This is an optimization exercise on Yosys and OpenROAD, whose aim is small area, a short achievable clock period and few clock cycles per item, not a production implementation.
In this exercise RTL edits were held to simulation tests only and were not proved equivalent to the original.
Power is estimated from default activity; no workload was simulated.

Setup of the baseline:
// arp_cache_and_responder_core
module arp_cache_and_responder_core
#(
  parameter int TABLE_ENTRIES = 16,
  parameter int PORT_COUNT    = 2
) (
  input  logic                  clk,
  input  logic                  rst_n,
  input  logic                  in_valid,
  output logic                  in_stall,
  input  logic [1:0]            in_opcode,
  input  logic                  in_port,
  input  logic [arpc_pkg::AOP_W-1:0]      in_arp_operation,
  input  logic [arpc_pkg::IP_W-1:0]       in_sender_ip,
  input  logic [arpc_pkg::MAC_W-1:0]      in_sender_mac,
  input  logic [arpc_pkg::IP_W-1:0]       in_target_ip,
  input  logic                  in_cache_only,
  output logic                  out_valid,
  input  logic                  out_stall,
  output logic [arpc_pkg::STAT_W-1:0]     out_status,
  output logic                  out_tx_valid,
  output logic [1:0]            out_tx_operation,
  output logic                  out_tx_port,
  output logic [arpc_pkg::MAC_W-1:0]      out_tx_sender_mac,
  output logic [arpc_pkg::IP_W-1:0]       out_tx_sender_ip,
  output logic [arpc_pkg::MAC_W-1:0]      out_tx_target_mac,
  output logic [arpc_pkg::IP_W-1:0]       out_tx_target_ip,
  output logic [arpc_pkg::MAC_W-1:0]      out_resolved_mac,
  input  logic                  cfg_valid,
  output logic                  cfg_ready,
  input  logic [arpc_pkg::CFG_IDX_W-1:0]  cfg_index,
  input  logic [arpc_pkg::CFG_DATA_W-1:0] cfg_data
);
Size: about 4,700 cells after synthesis, ~1,900 flip-flops.
clock: 5.0 ns
lec_check: 0
cap_margin: 20
core_margin: 2
core_utilization: 60
cts_cluster_diameter: 60
cts_cluster_size: 30
place_density: 0.75
setup_slack_margin: 2.6
slew_margin: 20
standard.sh (not shown) runs the stock make flow with config.mk's settings and CLKGATE_MAP_FILE= SYNTH_SCRIPT=/design/flow/synth_recipe.tcl, a recipe that flattens the netlist after the stock synthesis.
==> flow/flow/run.sh <==
#!/bin/bash
# The standard layout (standard.sh, which runs the standard synthesis unchanged) with three
# changes: port buffers are buf_2 instead of the default delay-buffer cell, timing repair may
# resize across cell footprints, and clock tree synthesis inserts no dummy loads.
set -euo pipefail
bash standard.sh \
  BUFFER_PORTS_ARGS="-buffer_cell sky130_fd_sc_hd__buf_2" \
  MATCH_CELL_FOOTPRINT=0 \
  CTS_ARGS="-sink_clustering_enable -repair_clock_nets -dont_use_dummy_load -sink_clustering_size 30 -sink_clustering_max_diameter 60" \
  finish > standard_flow.log 2>&1
Testbench counts of the baseline, summed over its fixed seeds: cycles 3,224, items 3,200.
Relative to the baseline, the following input files were edited for the candidate:
--- a/flow/design.v
+++ b/flow/design.v
@@ -154,37 +154,32 @@
   logic           b_prt;
   logic           b_req, b_rep;
   logic [IPW-1:0] b_key;
   logic [MW-1:0]  b_smac;
   logic           b_co;
   logic           b_me;         
   logic [N-1:0]   b_raw;        
   logic           b_hitraw;     
-  logic           b_learn;      
   logic           b_eq;         
   logic [N-1:0]   b_ff1;        
   logic [N-1:0]   b_ff2;        
   logic           b_any1;       
   logic           b_any2;       
   logic           a_use_port;
   logic [N-1:0]   a_raw;
   logic           a_eq;
-  logic           a_hitraw;
-  logic           a_learn;
   logic [N-1:0]   a_ff1, a_ff2, a_below;
   logic           a_any1, a_any2;
   assign a_use_port = a_opc[1];    
   always_comb begin
     for (int j = 0; j < N; j++) begin
       a_raw[j] = (t_ip[j] == a_key) && (!a_use_port || (t_port[j] == a_prt));
     end
     a_eq = (a_key == b_key) && (!a_use_port || (a_prt == b_prt));
-    a_hitraw = |(a_raw & t_valid);
-    a_learn  = (a_opc == arpc_pkg::OPC_ADD) || ((a_opc == arpc_pkg::OPC_RX_ARP) && a_rep);
   end
   always_comb begin
     logic seen1, seen2;
     seen1 = 1'b0;
     seen2 = 1'b0;
     for (int j = 0; j < N; j++) begin
       a_below[j] = !seen1;
       a_ff1[j]   = !t_valid[j] && !seen1;
@@ -206,18 +201,17 @@
       b_prt    <= a_prt;
       b_req    <= a_req;
       b_rep    <= a_rep;
       b_key    <= a_key;
       b_smac   <= a_smac;
       b_co     <= a_co;
       b_me     <= a_prt ? (&a_tg1) : (&a_tg0);
       b_raw    <= a_raw;
-      b_hitraw <= a_hitraw;
-      b_learn  <= a_learn;
+      b_hitraw <= |(a_raw & t_valid);
       b_eq     <= a_eq;
       b_ff1    <= a_ff1;
       b_ff2    <= a_ff2;
       b_any1   <= a_any1;
       b_any2   <= a_any2;
     end
   end
   logic           last_ins_any;  
@@ -225,50 +219,42 @@
   logic [N-1:0]   last_clr_vec;
   logic           last_clr_low;  
   logic [N-1:0]   m;
   logic           hit;
   logic [N-1:0]   ff;
   logic           any_free;
   logic           learn, is_rx, is_del, is_res;
   logic           do_ins, do_clr;
-  logic           new_go;       
   logic [N-1:0]   ins_vec, mac_we, clr_vec;
   logic [MW-1:0]  rmac;
   logic           wr;
   assign is_rx  = (b_opc == arpc_pkg::OPC_RX_ARP);
   assign is_del = (b_opc == arpc_pkg::OPC_DELETE);
   assign is_res = (b_opc == arpc_pkg::OPC_RESOLVE);
-  assign learn  = b_learn;
+  assign learn  = (b_opc == arpc_pkg::OPC_ADD) || (is_rx && b_rep);
   assign wr     = b_v && adv;
   always_comb begin
     for (int j = 0; j < N; j++) begin
       m[j] = (last_ins_any && b_ff1[j]) ? b_eq : (b_raw[j] && t_valid[j]);
     end
-    if (last_ins_any) begin
-      hit = b_hitraw || b_eq;
-    end else if (last_clr) begin
-      hit = b_hitraw && !b_eq;
-    end else begin
-      hit = b_hitraw;
-    end
-    new_go = learn && !hit;
+    hit = (b_hitraw && !(last_clr && b_eq)) || (last_ins_any && b_eq);
     if (last_ins_any) begin
       ff       = b_ff2;
       any_free = b_any2;
     end else if (last_clr_low) begin
       ff       = last_clr_vec;
       any_free = 1'b1;
     end else begin
       ff       = b_ff1;
       any_free = b_any1 || last_clr;
     end
-    do_ins  = new_go && any_free;
+    do_ins  = learn && !hit && any_free;
     do_clr  = is_del && hit;
-    ins_vec = ff & {N{new_go}};
+    ins_vec = ff & {N{learn && !hit}};
     mac_we  = ins_vec | (m & {N{learn}});
     clr_vec = m & {N{is_del}};
     rmac = '0;
     for (int j = 0; j < N; j++) begin
       rmac = rmac | (t_mac[j] & {MW{m[j]}});
     end
   end
   always_ff @(posedge clk) begin
==> results.txt <==
- On global-route usage over all layers: the candidate sits above the baseline.
- Cmp the candidate vs the baseline: multi-input gate share of total cell area lower in the candidate
- As far as register area is concerned, the baseline and the candidate perform about the same.
- In the candidate, the DRC violation total after the first TritonRoute iteration came out 1,152 above the value in the baseline.
- The power number comes out higher for the candidate vs the baseline.
- On mean instance size in the synthesized netlist, the candidate tracks the baseline almost exactly.
- Any difference in clock network fraction of total power between the candidate and the baseline is small enough to ignore.
- The setup slack of the candidate was superior to that of the baseline.
Testbench counts of the candidate, summed over its fixed seeds: cycles 3,224, items 3,200.

## re-timing with driven ports
How much do the figures lean on ideal ports? The routed layouts below were timed once more, with nothing changed but the port constraints. Step 1 (the two cells are an assumption about what drives the block):
set clk [get_ports {clk}]
set_driving_cell -lib_cell sky130_fd_sc_hd__clkbuf_16 $clk
set_driving_cell -lib_cell sky130_fd_sc_hd__buf_2 [delete_from_list [all_inputs] $clk]
Step 2 moves the port delays by t, midway between the first and last clock arrival at a register: inputs arrive t later, outputs are due t later. That takes back most of the time a late clock gives input paths. Three values: ideal ports, drivers, drivers and shift; two values: the first two.
run | shift t [ns] | slack for setup (ns) | latest minus earliest clock arrival (ns) | worst slew at a driven data input, ns | pins driven straight from the clock port
the baseline | 0.832 | 2.176 / 2.176 / 1.722 | 0.100 / 0.100 | 0.11 | 1
the candidate | 0.851 | 2.237 / 2.169 / 1.746 | 0.116 / 0.116 | 0.11 | 1
After both steps setup and hold are still met in every run listed. The setup slack of the candidate, which loses most, moves by -0.068 ns with the drivers and by -0.491 ns with both steps.
